This is an optimization exercise on Yosys and OpenROAD, whose aim is small area, not a production implementation. The RTL was checked by simulation tests, not by an equivalence proof against the original design. Power is estimated from default activity; no workload was simulated.

==> flow/design.v <==
package apb_accum_pkg;
  typedef enum logic [1:0] {
    OP_OR  = 2'b00,
    OP_AND = 2'b01,
    OP_XOR = 2'b10,
    OP_ADD = 2'b11
  } op_e;
  typedef enum logic {
    IDLE = 1'b0,
    ACK  = 1'b1
  } bus_state_e;
  localparam logic [3:0] OFS_DATA   = 4'h0;
  localparam logic [3:0] OFS_CTRL   = 4'h4;
  localparam logic [3:0] OFS_RESULT = 4'h8;
  localparam logic [3:0] OFS_STATUS = 4'hC;
  localparam int CTRL_START  = 0;
  localparam int CTRL_CLR    = 1;
  localparam int CTRL_OP_LSB = 2;
  localparam int CTRL_SAT    = 4;
  localparam int CTRL_IE     = 5;
  localparam int ST_BUSY = 0;
  localparam int ST_DONE = 1;
  localparam int ST_OVF  = 2;
endpackage
module apb_accum_channel
#(
  parameter int DATA_W = 32
) (
  input  logic              clk,
  input  logic              rst,
  input  logic              data_en,     
  input  logic              data_keep,   
  input  logic              ctrl_keep,
  input  logic              res_keep,
  input  logic [DATA_W-1:0] data_d,      
  input  logic              ctrl_en,     
  input  logic [3:0]        ctrl_d,      
  input  logic              res_en,      
  input  logic [DATA_W-1:0] res_d,       
  input  logic              ovf_set,
  input  logic              done_set,
  input  logic              wr_status,
  input  logic [2:1]        st_w1c,
  output logic [DATA_W-1:0] data,
  output logic [DATA_W-1:0] result,
  output logic [3:0]        ctrl,        
  output logic              done,
  output logic              ovf,
  output logic              irq_req
);
  always_ff @(posedge clk) begin
    data   <= (data   & {DATA_W{data_keep}}) | (data_d & {DATA_W{data_en}});
    ctrl   <= (ctrl   & {4{ctrl_keep}})      | (ctrl_d & {4{ctrl_en}});
    result <= (result & {DATA_W{res_keep}})  | (res_d  & {DATA_W{res_en}});
  end
  always_ff @(posedge clk) begin
    if (rst) begin
      done <= 1'b0;
      ovf  <= 1'b0;
    end else begin
      if (done_set)                    done <= 1'b1;
      else if (wr_status && st_w1c[1]) done <= 1'b0;
      if (ovf_set)                     ovf  <= 1'b1;
      else if (wr_status && st_w1c[2]) ovf  <= 1'b0;
    end
  end
  assign irq_req = done & ctrl[3];
endmodule
module apb_accum_array
#(
  parameter int DATA_W = 32,
  parameter int NUM_CH = 8,
  parameter int ADDR_W = 8,
  parameter int OP_LAT = 2
) (
  input  logic              PCLK,
  input  logic              PRESET,
  input  logic              PSEL,
  input  logic              PENABLE,
  input  logic              PWRITE,
  input  logic [ADDR_W-1:0] PADDR,
  input  logic [DATA_W-1:0] PWDATA,
  output logic [DATA_W-1:0] PRDATA,
  output logic              PREADY,
  output logic              PSLVERR,
  output logic              irq
);
  logic [2:0]        ch_idx, chan_q;
  logic [1:0]        ofs;
  logic              no_wr, start, bad_addr, err, commit, start_q, ctrl_wr_any;
  logic              wr_data, wr_ctrl, wr_status, res_wr, sel_d, sel_r, sel_c, sel_s;
  logic [DATA_W-1:0] ch_data [NUM_CH];
  logic [DATA_W-1:0] ch_res  [NUM_CH];
  logic [3:0]        ch_ctrl [NUM_CH];
  logic [NUM_CH-1:0] ch_done, ch_ovf, ch_irq, ch_hit, ch_d, ch_r, ch_c, ch_s;
  logic [DATA_W-1:0] dmux, rmux, alu_res, res_d, data_d;
  logic [3:0]        cmux;
  logic [1:0]        smux;
  logic              carry;
  logic [DATA_W:0]   sum;
  assign ch_idx   = PADDR[6:4];
  assign ofs      = PADDR[3:2];
  assign bad_addr = PADDR[7] | PADDR[1] | PADDR[0];
  assign err      = bad_addr | (PWRITE && ofs == 2'd2);
  assign commit   = PSEL & PENABLE & ~PREADY & PWRITE & ~err;
  assign wr_data   = commit && ofs == 2'd0;
  assign wr_ctrl   = commit && ofs == 2'd1;
  assign wr_status = commit && ofs == 2'd3;
  assign no_wr     = ~PSEL | ~PENABLE | PREADY | ~PWRITE | bad_addr;
  assign res_wr    = wr_ctrl & (PWDATA[apb_accum_pkg::CTRL_START] | PWDATA[apb_accum_pkg::CTRL_CLR]);
  assign start = PWDATA[apb_accum_pkg::CTRL_START];
  assign ctrl_wr_any = PWRITE && ofs == 2'd1;
  assign sel_d = ~PRESET & ~bad_addr & (ofs == 2'd0 | (ctrl_wr_any & start));
  assign sel_r = ~PRESET & ~bad_addr & (ofs == 2'd2 | (ctrl_wr_any & start & ~PWDATA[apb_accum_pkg::CTRL_CLR]));
  assign sel_c = ~bad_addr & ofs == 2'd1 & ~PWRITE;
  assign sel_s = ~bad_addr & ofs == 2'd3;
  always_comb begin
    dmux = '0;
    rmux = '0;
    cmux = '0;
    smux = '0;
    for (int i = 0; i < NUM_CH; i++) begin
      dmux = dmux | (ch_data[i] & {DATA_W{ch_d[i]}});
      rmux = rmux | (ch_res[i]  & {DATA_W{ch_r[i]}});
      cmux = cmux | (ch_ctrl[i] & {4{ch_c[i]}});
      smux = smux | ({ch_ovf[i], ch_done[i]} & {2{ch_s[i]}});
    end
  end
  logic [DATA_W-1:0] g, ra, s;
  logic              is_add, ms, mg, sat_all;
  assign is_add = PWDATA[apb_accum_pkg::CTRL_OP_LSB +: 2] == 2'd3;
  assign ms     = PWDATA[apb_accum_pkg::CTRL_OP_LSB +: 2] != 2'd1;
  assign mg     = ~PWDATA[apb_accum_pkg::CTRL_OP_LSB + 1];
  assign ra     = rmux & {DATA_W{is_add}};
  assign sum    = {1'b0, ra} + {1'b0, dmux};
  assign s      = sum[DATA_W-1:0] ^ (rmux & {DATA_W{~is_add}});
  assign g      = rmux & dmux;
  assign carry   = sum[DATA_W];
  assign sat_all = carry & PWDATA[apb_accum_pkg::CTRL_SAT];
  assign alu_res = (s & {DATA_W{ms}}) | (g & {DATA_W{mg}}) | {DATA_W{sat_all}};
  assign res_d  = alu_res;
  assign data_d = PRESET ? '0 : PWDATA;
  for (genvar g = 0; g < NUM_CH; g++) begin : g_ch
    assign ch_hit[g] = ch_idx == 3'(g);
    assign ch_d[g]   = ch_hit[g] & sel_d;
    assign ch_r[g]   = ch_hit[g] & sel_r;
    assign ch_c[g]   = ch_hit[g] & sel_c;
    assign ch_s[g]   = ch_hit[g] & sel_s;
    apb_accum_channel #(.DATA_W(DATA_W)) u_ch (
      .clk      (PCLK),
      .rst      (PRESET),
      .data_en  (PRESET | (ch_hit[g] & wr_data)),
      .data_keep(~PRESET & (no_wr | (ch_idx != 3'(g)) | (ofs != 2'd0))),
      .ctrl_keep(~PRESET & (no_wr | (ch_idx != 3'(g)) | (ofs != 2'd1))),
      .res_keep (~PRESET & (no_wr | (ch_idx != 3'(g)) | (ofs != 2'd1)
                            | ~(PWDATA[apb_accum_pkg::CTRL_START] | PWDATA[apb_accum_pkg::CTRL_CLR]))),
      .data_d   (data_d),
      .ctrl_en  (PRESET | (ch_hit[g] & wr_ctrl)),
      .ctrl_d   (PRESET ? 4'd0 : PWDATA[5:2]),
      .res_en   (PRESET | (ch_hit[g] & res_wr)),
      .res_d    (res_d),
      .ovf_set  (ch_hit[g] & wr_ctrl & PWDATA[apb_accum_pkg::CTRL_START]
                 & (PWDATA[3:2] == 2'd3) & carry),
      .done_set (start_q && chan_q == 3'(g)),
      .wr_status(ch_hit[g] & wr_status),
      .st_w1c   (PWDATA[2:1]),
      .data     (ch_data[g]),
      .result   (ch_res[g]),
      .ctrl     (ch_ctrl[g]),
      .done     (ch_done[g]),
      .ovf      (ch_ovf[g]),
      .irq_req  (ch_irq[g])
    );
  end
  always_ff @(posedge PCLK) begin
    if (PRESET) begin
      PREADY  <= 1'b0;
      start_q <= 1'b0;
    end else begin
      PREADY  <= PSEL & PENABLE & ~PREADY;
      start_q <= PREADY & PWRITE & ~err & (ofs == 2'd1) & PWDATA[apb_accum_pkg::CTRL_START];
    end
  end
  always_ff @(posedge PCLK) chan_q <= ch_idx;
  assign PRDATA  = dmux | rmux | DATA_W'({cmux, 2'b00}) | DATA_W'({smux, 1'b0});
  assign PSLVERR = err;
  assign irq     = |ch_irq;
endmodule
clock: 10.0 ns
lec_check: 0
cap_margin: 20
core_margin: 2
core_utilization: 50
cts_cluster_diameter: 120
cts_cluster_size: 30
place_density: 0.6
slew_margin: 20
standard.sh (not shown) runs the stock make flow with config.mk's settings and CLKGATE_MAP_FILE= SYNTH_SCRIPT=/design/flow/synth_recipe.tcl, a recipe that flattens the netlist after the stock synthesis.
==> flow/flow/run.sh <==
#!/bin/bash
# Layout flow: the standard ORFS flow (standard.sh) with these changes:
#  - synthesis is the standard one except that ABC maps the logic with an area-oriented
#    script (flow/abc_area.script) instead of abc_speed.script; the flip-flops, their names
#    and cell types are untouched (ABC maps only combinational logic);
#  - ports are buffered with the smallest buffer instead of clkdlybuf4s50_1;
#  - CTS clusters up to 24 flip-flops per leaf buffer and inserts no dummy loads;
# make's output goes to synth_make.log and flow_make.log here; each ORFS step keeps its own
# log under orfs/logs.
set -euo pipefail
W=$PWD
rm -rf "$W/scripts_abc"
cp -r "$FLOW_HOME/scripts" "$W/scripts_abc"
cp "$W/flow/abc_area.script" "$W/scripts_abc/abc_speed.script"
SCRIPTS_DIR="$W/scripts_abc" bash standard.sh synth > synth_make.log 2>&1
export BUFFER_PORTS_ARGS="-buffer_cell sky130_fd_sc_hd__buf_1"
export CTS_ARGS="-sink_clustering_enable -repair_clock_nets -sink_clustering_size 24 -sink_clustering_max_diameter 100 -dont_use_dummy_load"

bash standard.sh > flow_make.log 2>&1
==> flow/flow/abc_area.script <==
strash
ifraig
scorr
dc2
strash
&get -n
&st
&dch
&nf -R 1000 -p
&put
Next try:
--- a/flow/design.v
+++ b/flow/design.v
@@ -92,9 +92,9 @@
   logic [DATA_W-1:0] ch_data [NUM_CH];
   logic [DATA_W-1:0] ch_res  [NUM_CH];
   logic [3:0]        ch_ctrl [NUM_CH];
   logic [NUM_CH-1:0] ch_done, ch_ovf, ch_irq, ch_hit, ch_d, ch_r, ch_c, ch_s;
-  logic [DATA_W-1:0] dmux, rmux, alu_res, res_d, data_d;
+  logic [DATA_W-1:0] dmux, rmux, alu_res, res_d;
   logic [3:0]        cmux;
   logic [1:0]        smux;
   logic              carry;
   logic [DATA_W:0]   sum;
@@ -109,10 +109,10 @@
   assign no_wr     = ~PSEL | ~PENABLE | PREADY | ~PWRITE | bad_addr;
   assign res_wr    = wr_ctrl & (PWDATA[apb_accum_pkg::CTRL_START] | PWDATA[apb_accum_pkg::CTRL_CLR]);
   assign start = PWDATA[apb_accum_pkg::CTRL_START];
   assign ctrl_wr_any = PWRITE && ofs == 2'd1;
-  assign sel_d = ~PRESET & ~bad_addr & (ofs == 2'd0 | (ctrl_wr_any & start));
-  assign sel_r = ~PRESET & ~bad_addr & (ofs == 2'd2 | (ctrl_wr_any & start & ~PWDATA[apb_accum_pkg::CTRL_CLR]));
+  assign sel_d = ~bad_addr & (ofs == 2'd0 | (ctrl_wr_any & start));
+  assign sel_r = ~bad_addr & (ofs == 2'd2 | (ctrl_wr_any & start & ~PWDATA[apb_accum_pkg::CTRL_CLR]));
   assign sel_c = ~bad_addr & ofs == 2'd1 & ~PWRITE;
   assign sel_s = ~bad_addr & ofs == 2'd3;
   always_comb begin
     dmux = '0;
@@ -138,9 +138,8 @@
   assign carry   = sum[DATA_W];
   assign sat_all = carry & PWDATA[apb_accum_pkg::CTRL_SAT];
   assign alu_res = (s & {DATA_W{ms}}) | (g & {DATA_W{mg}}) | {DATA_W{sat_all}};
   assign res_d  = alu_res;
-  assign data_d = PRESET ? '0 : PWDATA;
   for (genvar g = 0; g < NUM_CH; g++) begin : g_ch
     assign ch_hit[g] = ch_idx == 3'(g);
     assign ch_d[g]   = ch_hit[g] & sel_d;
     assign ch_r[g]   = ch_hit[g] & sel_r;
@@ -148,17 +147,17 @@
     assign ch_s[g]   = ch_hit[g] & sel_s;
     apb_accum_channel #(.DATA_W(DATA_W)) u_ch (
       .clk      (PCLK),
       .rst      (PRESET),
-      .data_en  (PRESET | (ch_hit[g] & wr_data)),
+      .data_en  (~PRESET & ch_hit[g] & wr_data),
       .data_keep(~PRESET & (no_wr | (ch_idx != 3'(g)) | (ofs != 2'd0))),
       .ctrl_keep(~PRESET & (no_wr | (ch_idx != 3'(g)) | (ofs != 2'd1))),
       .res_keep (~PRESET & (no_wr | (ch_idx != 3'(g)) | (ofs != 2'd1)
                             | ~(PWDATA[apb_accum_pkg::CTRL_START] | PWDATA[apb_accum_pkg::CTRL_CLR]))),
-      .data_d   (data_d),
-      .ctrl_en  (PRESET | (ch_hit[g] & wr_ctrl)),
-      .ctrl_d   (PRESET ? 4'd0 : PWDATA[5:2]),
-      .res_en   (PRESET | (ch_hit[g] & res_wr)),
+      .data_d   (PWDATA),
+      .ctrl_en  (~PRESET & ch_hit[g] & wr_ctrl),
+      .ctrl_d   (PWDATA[5:2]),
+      .res_en   (~PRESET & ch_hit[g] & res_wr),
       .res_d    (res_d),
       .ovf_set  (ch_hit[g] & wr_ctrl & PWDATA[apb_accum_pkg::CTRL_START]
                  & (PWDATA[3:2] == 2'd3) & carry),
       .done_set (start_q && chan_q == 3'(g)),
Effect: Die area barely changes; wire length is higher by about 9%; worst hold slack hardly moves; area after synthesis hardly moves; global-route usage is higher by 2.5 points; clock skew stays flat; total power is lower by 6.9%.

port drivers added, routing unchanged:
The results above use ideal ports. As a check the final layouts listed here were re-extracted and re-timed, cells and wires unchanged.
Step 1: set_driving_cell puts a clkbuf_16 on PCLK and a buf_2 on each other input, an assumption about the parent block.
Step 2 moves the port delays by t, midway between the first and last clock arrival at a register: inputs arrive t later, outputs are due t later. That takes back most of the time a late clock gives input paths.
Three values: no drivers, after step 1, after step 2; two values: the first two.
| run | t, ns | setup WS [ns] | worst setup path at the end | clock arrival spread, ns |
|---|---|---|---|---|
| the first run | 0.645 | 0.777 / 0.815 / 0.170 | input to register | 0.049 / 0.049 |
| the second run | 0.657 | 0.445 / 0.483 / -0.174 | input to register | 0.052 / 0.052 |
Met with ideal ports but missed after step 2: setup timing in the second run. The setup slack of the second run, which loses most, moves by +0.038 ns with the drivers and by -0.619 ns with both steps.
